This is an optimization exercise on Yosys and OpenROAD, whose aim is small area, a short achievable clock period and few clock cycles, not a production implementation. Function was checked by simulation only, so behaviour that the tests miss may differ from the original. Power figures rest on the tool's default switching activity, not on a simulated workload.

tundra:
==> module cavlc_block_scan, before the edit <==
module cavlc_block_scan (
	input  logic         clk,
	input  logic         rst_n,
	input  logic         start_i,
	input  logic [256-1:0] block_i,
	input  logic         adv_i,           
	input  logic         adv_safe_i,      
	output logic         busy_o,
	output logic         tok_v_o,         
	output logic         tok_t1_o,        
	output logic         tok_last_o,      
	output logic         tok_first_o,     
	output logic         tok_adj_o,       
	output logic [11:0]  tok_cnt4_o,      
	output logic [15:0]  tok_data_o,      
	output logic [4:0]   tok_sg_o,        
	output logic         tok_ab_o,        
	output logic         tok_s2_o         
);
	logic [256-1:0] blk_q;
	logic [15:0] nz_q;         
	logic [15:0] one_q;        
	logic [15:0] sign_q;       
	logic        run2_q;       
	logic        have_q;       
	logic        first_q;      
	logic        pend_q;       
	logic        adj_q;
	logic        lastnext_q;   
	function automatic logic [4:0] therm_add(input logic [4:0] a, input logic [4:0] b);
		logic [5:0] ta, tb;
		logic [4:0] t;
		ta = {a, 1'b1};    
		tb = {b, 1'b1};
		for (int i = 1; i <= 5; i++) begin
			t[i-1] = 1'b0;
			for (int j = 0; j <= i; j++)
				t[i-1] = t[i-1] | (ta[j] & tb[i-j]);
		end
		therm_add = t;
	endfunction
	function automatic logic [4:0] therm16(input logic [15:0] x);
		logic [39:0] l1;
		logic [19:0] l2;
		logic [9:0]  l3;
		for (int i = 0; i < 8; i++)
			l1[5*i +: 5] = therm_add({4'd0, x[2*i]}, {4'd0, x[2*i+1]});
		for (int i = 0; i < 4; i++)
			l2[5*i +: 5] = therm_add(l1[10*i +: 5], l1[10*i+5 +: 5]);
		for (int i = 0; i < 2; i++)
			l3[5*i +: 5] = therm_add(l2[10*i +: 5], l2[10*i+5 +: 5]);
		therm16 = therm_add(l3[4:0], l3[9:5]);
	endfunction
	function automatic logic [15:0] or_above(input logic [15:0] x);
		logic [15:0] y;
		for (int k = 0; k < 16; k++)
			y[k] = |(x >> (k + 1));
		or_above = y;
	endfunction
	function automatic logic [15:0] or_below(input logic [15:0] x);
		logic [15:0] y;
		for (int k = 0; k < 16; k++)
			y[k] = |(x << (16 - k));
		or_below = y;
	endfunction
	logic [15:0] nz_in, one_in;
	logic [4:0]  th_in;
	logic        ln_in;
	always_comb begin
		for (int k = 0; k < 16; k++) begin
			nz_in[k]  = |block_i[16*k +: 16];
			one_in[k] = block_i[16*k] &
				((block_i[16*k+1 +: 15] == 15'd0) || (block_i[16*k+1 +: 15] == 15'h7fff));
		end
		th_in = therm16(nz_in);
		ln_in = !th_in[1];
	end
	logic [15:0] a1, a2, sel2one;
	logic [4:0]  th;
	logic        ge2, ge3, ge4, ge5, botone;
	logic [15:0] sel1, t1pos, rem;
	logic        top_one, two, is_t1, single, last, rem_le1;
	logic [1:0]  t1cnt;
	logic [2:0]  signs;
	logic        s1, s2;
	logic [23:0] c2;
	logic [11:0] c4;
	logic [15:0] coef;
	always_comb begin
		a1  = or_above(nz_q);                  
		a2  = or_above(nz_q & a1);             
		th  = therm16(nz_q);
		ge2 = th[1];
		ge3 = th[2];
		ge4 = th[3];
		ge5 = th[4];
		botone = (nz_q & ~or_below(nz_q) & one_q) != 16'd0;
		sel1    = nz_q & ~a1;
		top_one = (sel1 & one_q) != 16'd0;
		sel2one = nz_q & a1 & ~a2 & one_q;
		t1pos   = sel1 | sel2one;
		two     = sel2one != 16'd0;
		s1 = |(sel1 & sign_q);
		s2 = |(sel2one & sign_q);
		if (first_q) begin
			is_t1 = (nz_q == 16'd0) || top_one;
			t1cnt = (nz_q == 16'd0) ? 2'd0 : (two ? 2'd2 : 2'd1);
			signs = two ? {1'b0, s1, s2} : {2'b0, s1};
		end else begin
			is_t1 = run2_q && top_one;
			t1cnt = 2'd1;
			signs = {2'b0, s1};
		end
		for (int i = 0; i < 8; i++)
			c2[3*i +: 3] = 3'(nz_q[2*i]) + 3'(nz_q[2*i+1]);
		for (int i = 0; i < 4; i++)
			c4[3*i +: 3] = c2[6*i +: 3] + c2[6*i+3 +: 3];
		single = !first_q && run2_q && top_one;
		rem = nz_q & ~(single ? sel1 : t1pos);
		if (!single && two) begin
			last    = ~ge3;
			rem_le1 = ~ge4 || (!is_t1 && botone && !ge5);
		end else begin
			last    = ~ge2;
			rem_le1 = ~ge3 || (botone && !ge4);
		end
		coef = '0;
		for (int k = 0; k < 16; k++)
			coef = coef | (blk_q[16*k +: 16] & {16{sel1[k]}});
	end
	logic busy_q, safe_q, accept, issue, have_d, lastnext_d;
	assign busy_o = busy_q & ~(first_q & lastnext_q & safe_q);
	assign accept = start_i & ~busy_o;
	assign issue  = adv_i & have_q;
	always_comb begin
		if (accept) begin
			have_d     = 1'b1;
			lastnext_d = ln_in;
		end else if (issue) begin
			have_d     = ~last;
			lastnext_d = rem_le1;
		end else begin
			have_d     = have_q;
			lastnext_d = lastnext_q;
		end
	end
	always_ff @(posedge clk or negedge rst_n) begin
		if (!rst_n) begin
			have_q     <= 1'b0;
			first_q    <= 1'b0;
			pend_q     <= 1'b0;
			lastnext_q <= 1'b0;
			run2_q     <= 1'b0;
			busy_q     <= 1'b0;
			safe_q     <= 1'b0;
			tok_v_o    <= 1'b0;
		end else begin
			have_q     <= have_d;
			lastnext_q <= lastnext_d;
			busy_q     <= have_d & ~(~accept & lastnext_d & adv_safe_i);
			safe_q     <= adv_safe_i;
			if (accept) begin
				first_q    <= 1'b1;
				pend_q     <= 1'b0;
				run2_q     <= 1'b0;
			end else if (issue) begin
				first_q    <= 1'b0;
				pend_q     <= is_t1;
				run2_q     <= first_q && top_one && two;
			end
			if (adv_i)
				tok_v_o <= have_q;
		end
	end
	always_ff @(posedge clk) begin
		if (~busy_o) begin
			blk_q <= block_i;
			nz_q  <= nz_in;
			one_q <= one_in;
			for (int k = 0; k < 16; k++)
				sign_q[k] <= block_i[16*k+15];
		end else if (issue) begin
			nz_q  <= rem;
		end
		if (issue && first_q)
			tok_cnt4_o <= c4;
		if (issue && is_t1)
			adj_q <= first_q;
		if (issue) begin
			tok_t1_o    <= is_t1;
			tok_last_o  <= last;
			tok_first_o <= ~is_t1 & (first_q | pend_q | run2_q);
			tok_adj_o   <= first_q | adj_q | run2_q;
			tok_data_o  <= coef;
			tok_sg_o    <= {t1cnt, signs};
			tok_ab_o    <= ~is_t1 & two;
			tok_s2_o    <= s2;
		end
	end
endmodule
clock: 11.0 ns
lec_check: 0
cap_margin: 20
core_margin: 2
core_utilization: 40
setup_slack_margin: 5
slew_margin: 20
run.sh (not shown) runs the stock make flow with config.mk's settings and CLKGATE_MAP_FILE= SYNTH_SCRIPT=/design/flow/synth_recipe.tcl, a recipe that flattens the netlist after the stock synthesis.
Testbench counts of tundra, summed over its fixed seeds: cycles 5,736.
--- input diff tundra..harbor ---
--- a/flow/design.v
+++ b/flow/design.v
@@ -134,9 +134,9 @@
 			one_in[k] = block_i[16*k] &
 				((block_i[16*k+1 +: 15] == 15'd0) || (block_i[16*k+1 +: 15] == 15'h7fff));
 		end
 		th_in = therm16(nz_in);
-		ln_in = !th_in[1];
+		ln_in = !th_in[1] || (!th_in[2] && (nz_in & ~or_below(nz_in) & one_in) != 16'd0);
 	end
 	logic [15:0] a1, a2, sel2one;
 	logic [4:0]  th;
 	logic        ge2, ge3, ge4, ge5, botone;
@@ -189,11 +189,11 @@
 		coef = '0;
 		for (int k = 0; k < 16; k++)
 			coef = coef | (blk_q[16*k +: 16] & {16{sel1[k]}});
 	end
-	logic busy_q, safe_q, accept, issue, have_d, lastnext_d;
-	assign busy_o = busy_q & ~(first_q & lastnext_q & safe_q);
-	assign accept = start_i & ~busy_o;
+	logic busy_q, accept, issue, have_d, lastnext_d;
+	assign busy_o = busy_q;
+	assign accept = start_i & ~busy_q;
 	assign issue  = adv_i & have_q;
 	always_comb begin
 		if (accept) begin
 			have_d     = 1'b1;
@@ -213,15 +213,13 @@
 			pend_q     <= 1'b0;
 			lastnext_q <= 1'b0;
 			run2_q     <= 1'b0;
 			busy_q     <= 1'b0;
-			safe_q     <= 1'b0;
 			tok_v_o    <= 1'b0;
 		end else begin
 			have_q     <= have_d;
 			lastnext_q <= lastnext_d;
-			busy_q     <= have_d & ~(~accept & lastnext_d & adv_safe_i);
-			safe_q     <= adv_safe_i;
+			busy_q     <= have_d & ~(lastnext_d & adv_safe_i);
 			if (accept) begin
 				first_q    <= 1'b1;
 				pend_q     <= 1'b0;
 				run2_q     <= 1'b0;
@@ -234,9 +232,9 @@
 				tok_v_o <= have_q;
 		end
 	end
 	always_ff @(posedge clk) begin
-		if (~busy_o) begin
+		if (~busy_q) begin
 			blk_q <= block_i;
 			nz_q  <= nz_in;
 			one_q <= one_in;
 			for (int k = 0; k < 16; k++)
harbor ended with every stage complete and zero timing, DRC or antenna violations.
tundra completed every stage of the flow, and the final layout passed the timing, DRC and antenna checks.
harbor vs. tundra: ratio of total power to cell area went up by 2.8%; met3 capacity usage during global routing was more or less identical; post-placement cell area went up by 0.58%; instance count on the critical path went up by 6; detailed-placement wirelength estimate went up by 3.9%.
Across both runs, worst-case setup margin in the final layout was lower for harbor than for tundra.
The number of sequential storage elements of tundra and that of harbor are within noise of each other.
Testbench counts of harbor, summed over its fixed seeds: cycles 5,573.

---

rev 12:
Another version of the RTL of cavlc_residual_top (not shown whole).
For scale: ~2500 cells after synthesis, roughly 490 flip-flops, roughly 280 I/O pins.
Settings: LEC_CHECK=0, CAP_MARGIN=20, CORE_MARGIN=2, CORE_UTILIZATION=55, PLACE_DENSITY=0.68, SETUP_SLACK_MARGIN=5, SLEW_MARGIN=20; clock period 11.0 ns.
standard.sh (not shown) runs the stock make flow with config.mk's settings and CLKGATE_MAP_FILE= SYNTH_SCRIPT=/design/flow/synth_recipe.tcl, a recipe that flattens the netlist after the stock synthesis.
==> flow/flow/run.sh <==
#!/bin/bash
# The standard layout (the standard.sh, all steps unchanged), with
# the port buffers that global placement inserts made of buf_1 cells
# instead of the delay buffers buffer_ports picks by default. Every
# input and output port still gets its own buffer.
set -o pipefail
export BUFFER_PORTS_ARGS="-buffer_cell sky130_fd_sc_hd__buf_1"
cp standard.sh standard_copy.sh.txt
bash standard.sh > standard.log 2>&1
Testbench counts of rev 12, summed over its fixed seeds: cycles 5,598.
[inputs] rev 13 vs rev 12
--- a/flow/design.v
+++ b/flow/design.v
@@ -270,14 +270,12 @@
 	input  logic [11:0]              tok_cnt4_i,    
 	input  logic [15:0]              tok_data_i,
 	input  logic [4:0]               tok_sg_i,
 	input  logic                     tok_ab_i,      
 	input  logic                     tok_s2_i,      
 	output logic                     code_v_o,
-	output logic                     next_v_o,      
-	output logic                     next_short_o,  
 	output logic                     code_last_o,
 	output logic [19:0]              code_val_o,
 	output logic [5:0]               code_len_o,
 	output logic [5:0]               code_room_o    
 );
 	logic [2:0]  sfx_q;
@@ -300,13 +298,12 @@
 		sl1 = tok_first_i ? 3'd1 : sfx_q;
 		th  = 7'd3 << (sl1 - 3'd1);
 		gt  = neg ? (x >= 16'(th)) : (x > 16'(th));
 		sl_n = (gt && sl1 != 3'd6) ? sl1 + 3'd1 : sl1;
 	end
 	logic        v1_q, t1_q, last1_q, neg_q, ab_q, s2_q;
-	logic        short_q;        
 	logic [2:0]  slb_q;          
 	logic [2:0]  sl_q, j_q;      
 	logic [15:0] m_q;        
 	always_ff @(posedge clk or negedge rst_n) begin
 		if (!rst_n) begin
 			v1_q     <= 1'b0;
@@ -318,13 +315,12 @@
 	end
 	always_ff @(posedge clk) begin
 		if (adv_i && tok_v_i) begin
 			t1_q    <= tok_t1_i;
 			last1_q <= tok_last_i;
 			neg_q   <= neg;
-			short_q <= tok_t1_i || (x >> (sl1 + 3'd1)) == 16'd0;
 			ab_q    <= tok_ab_i;
 			s2_q    <= tok_s2_i;
 			slb_q   <= sl_n;
 			sl_q    <= sl;
 			j_q     <= sl1 - 3'd1;
 			m_q     <= tok_t1_i ? {11'd0, tok_sg_i} : m;
@@ -373,14 +369,12 @@
 			lent = 6'(len) + 6'(slb_q) + 6'd1;
 		end else begin
 			valt = 20'(val);
 			lent = 6'(len);
 		end
 	end
-	assign next_v_o     = v1_q;
-	assign next_short_o = short_q;
 	always_ff @(posedge clk) begin
 		if (adv_i && v1_q) begin
 			code_last_o <= last1_q;
 			code_val_o  <= valt;
 			code_len_o  <= lent;
 			code_room_o <= 6'd60 - lent;
@@ -392,14 +386,12 @@
 	input  logic                       rst_n,
 	input  logic                       code_v_i,
 	input  logic                       code_last_i,
 	input  logic [19:0]                code_val_i,
 	input  logic [5:0]                 code_len_i,
 	input  logic [5:0]                 code_room_i,   
-	input  logic                       next_v_i,      
-	input  logic                       next_short_i,  
 	input  logic                       flush_i,
 	output logic                       adv_o,
 	output logic                       adv_safe_o,    
 	output logic [7:0]                 byte_o,
 	output logic                       byte_we_o,
 	output logic                       block_done_o,
@@ -450,13 +442,13 @@
 		end
 	end
 	always_ff @(posedge clk) begin
 		if (drain_q)
 			byte_q <= acc_q[W-1 -: 8];
 	end
-	assign adv_safe_o   = (adv_o && (!next_v_i || next_short_i)) ? cnt_d <= 6'd51 : cnt_d <= 6'd33;
+	assign adv_safe_o   = cnt_d <= 6'd33;
 	assign byte_o       = byte_q;
 	assign byte_we_o    = byte_we_q;
 	assign block_done_o = done_q;
 	assign block_bits_o = bsum_q;
 endmodule
 module cavlc_residual_top (
@@ -474,13 +466,13 @@
 	logic        adv, adv_safe;
 	logic        tok_v, tok_t1, tok_last, tok_first, tok_adj;
 	logic [11:0] tok_cnt4;
 	logic [15:0] tok_data;
 	logic [4:0]  tok_sg;
 	logic        tok_ab, tok_s2;
-	logic        code_v, code_last, next_v, next_short;
+	logic        code_v, code_last;
 	logic [19:0] code_val;
 	logic [5:0]  code_len;
 	logic [5:0]  code_room;
 	cavlc_block_scan cavlc_block_scan_inst (
 		.clk         (clk),
 		.rst_n       (rst_n),
@@ -512,14 +504,12 @@
 		.tok_cnt4_i  (tok_cnt4),
 		.tok_data_i  (tok_data),
 		.tok_sg_i    (tok_sg),
 		.tok_ab_i    (tok_ab),
 		.tok_s2_i    (tok_s2),
 		.code_v_o    (code_v),
-		.next_v_o    (next_v),
-		.next_short_o(next_short),
 		.code_last_o (code_last),
 		.code_val_o  (code_val),
 		.code_len_o  (code_len),
 		.code_room_o (code_room)
 	);
 	cavlc_bit_packer cavlc_bit_packer_inst (
@@ -527,14 +517,12 @@
 		.rst_n        (rst_n),
 		.code_v_i     (code_v),
 		.code_last_i  (code_last),
 		.code_val_i   (code_val),
 		.code_len_i   (code_len),
 		.code_room_i  (code_room),
-		.next_v_i     (next_v),
-		.next_short_i (next_short),
 		.flush_i      (flush_i),
 		.adv_o        (adv),
 		.adv_safe_o   (adv_safe),
 		.byte_o       (byte_o),
 		.byte_we_o    (byte_we_o),
 		.block_done_o (block_done_o),
Findings:
On count of sequential standard cells, rev 13 tracks rev 12 almost exactly. Of rev 13 and rev 12, rev 12 shows the higher global-route track usage on met1, with rev 13 below it. Changes observed in rev 13 relative to rev 12: global-route wire length before repair now smaller, internal power ~0 delta, multi-input combinational area share moved up, fraction of the core area covered by cells at the end of the flow level, first-iteration DRC count saw a decrease. Between rev 12 and rev 13, the power figures differ only marginally. Per the comparison of rev 13 with rev 12, detailed-route wire length on metal 1 decreased by about 1.6% relative to the old numbers; setup slack shows an increase of 0.15 ns; synthesized area now larger; total of flip-flops plus latches after synthesis roughly the same; via count of the first global-routing pass fell about 0.8%.
Testbench counts of rev 13, summed over its fixed seeds: cycles 5,736.

## separate check: timing with driven ports
In the flow no input, the clock included, has a driving cell. The finished layouts below were timed again as built, in two steps.
Step 1 sets driving cells, clkbuf_16 on the clock port and buf_2 on the other inputs (assumed; they add their load-dependent delay and slew).
Step 2 adds t to the input delays and takes it off the output delays; t is the mean of the earliest and latest rising clock arrival at the registers after step 1. Input paths then give back, and output paths get back, about the clock's delay inside the block.
Slacks: ideal ports / drivers / drivers and shift; pairs: ideal ports / drivers.
run | t (ns) | slack for setup (ns) | worst hold slack (ns)
tundra | 0.649 | 5.621 / 5.558 / 6.100 | 0.424 / 0.424 / 0.424
harbor | 0.673 | 5.581 / 5.621 / 4.947 | 0.418 / 0.418 / 0.418
rev 12 | 0.660 | 6.165 / 6.210 / 5.550 | 0.424 / 0.424 / 0.424
rev 13 | 0.657 | 6.313 / 6.313 / 6.064 | 0.429 / 0.429 / 0.429
After both steps setup and hold are still met in every run listed. The setup slack of harbor, which loses most, moves by +0.040 ns with the drivers and by -0.634 ns with both steps.
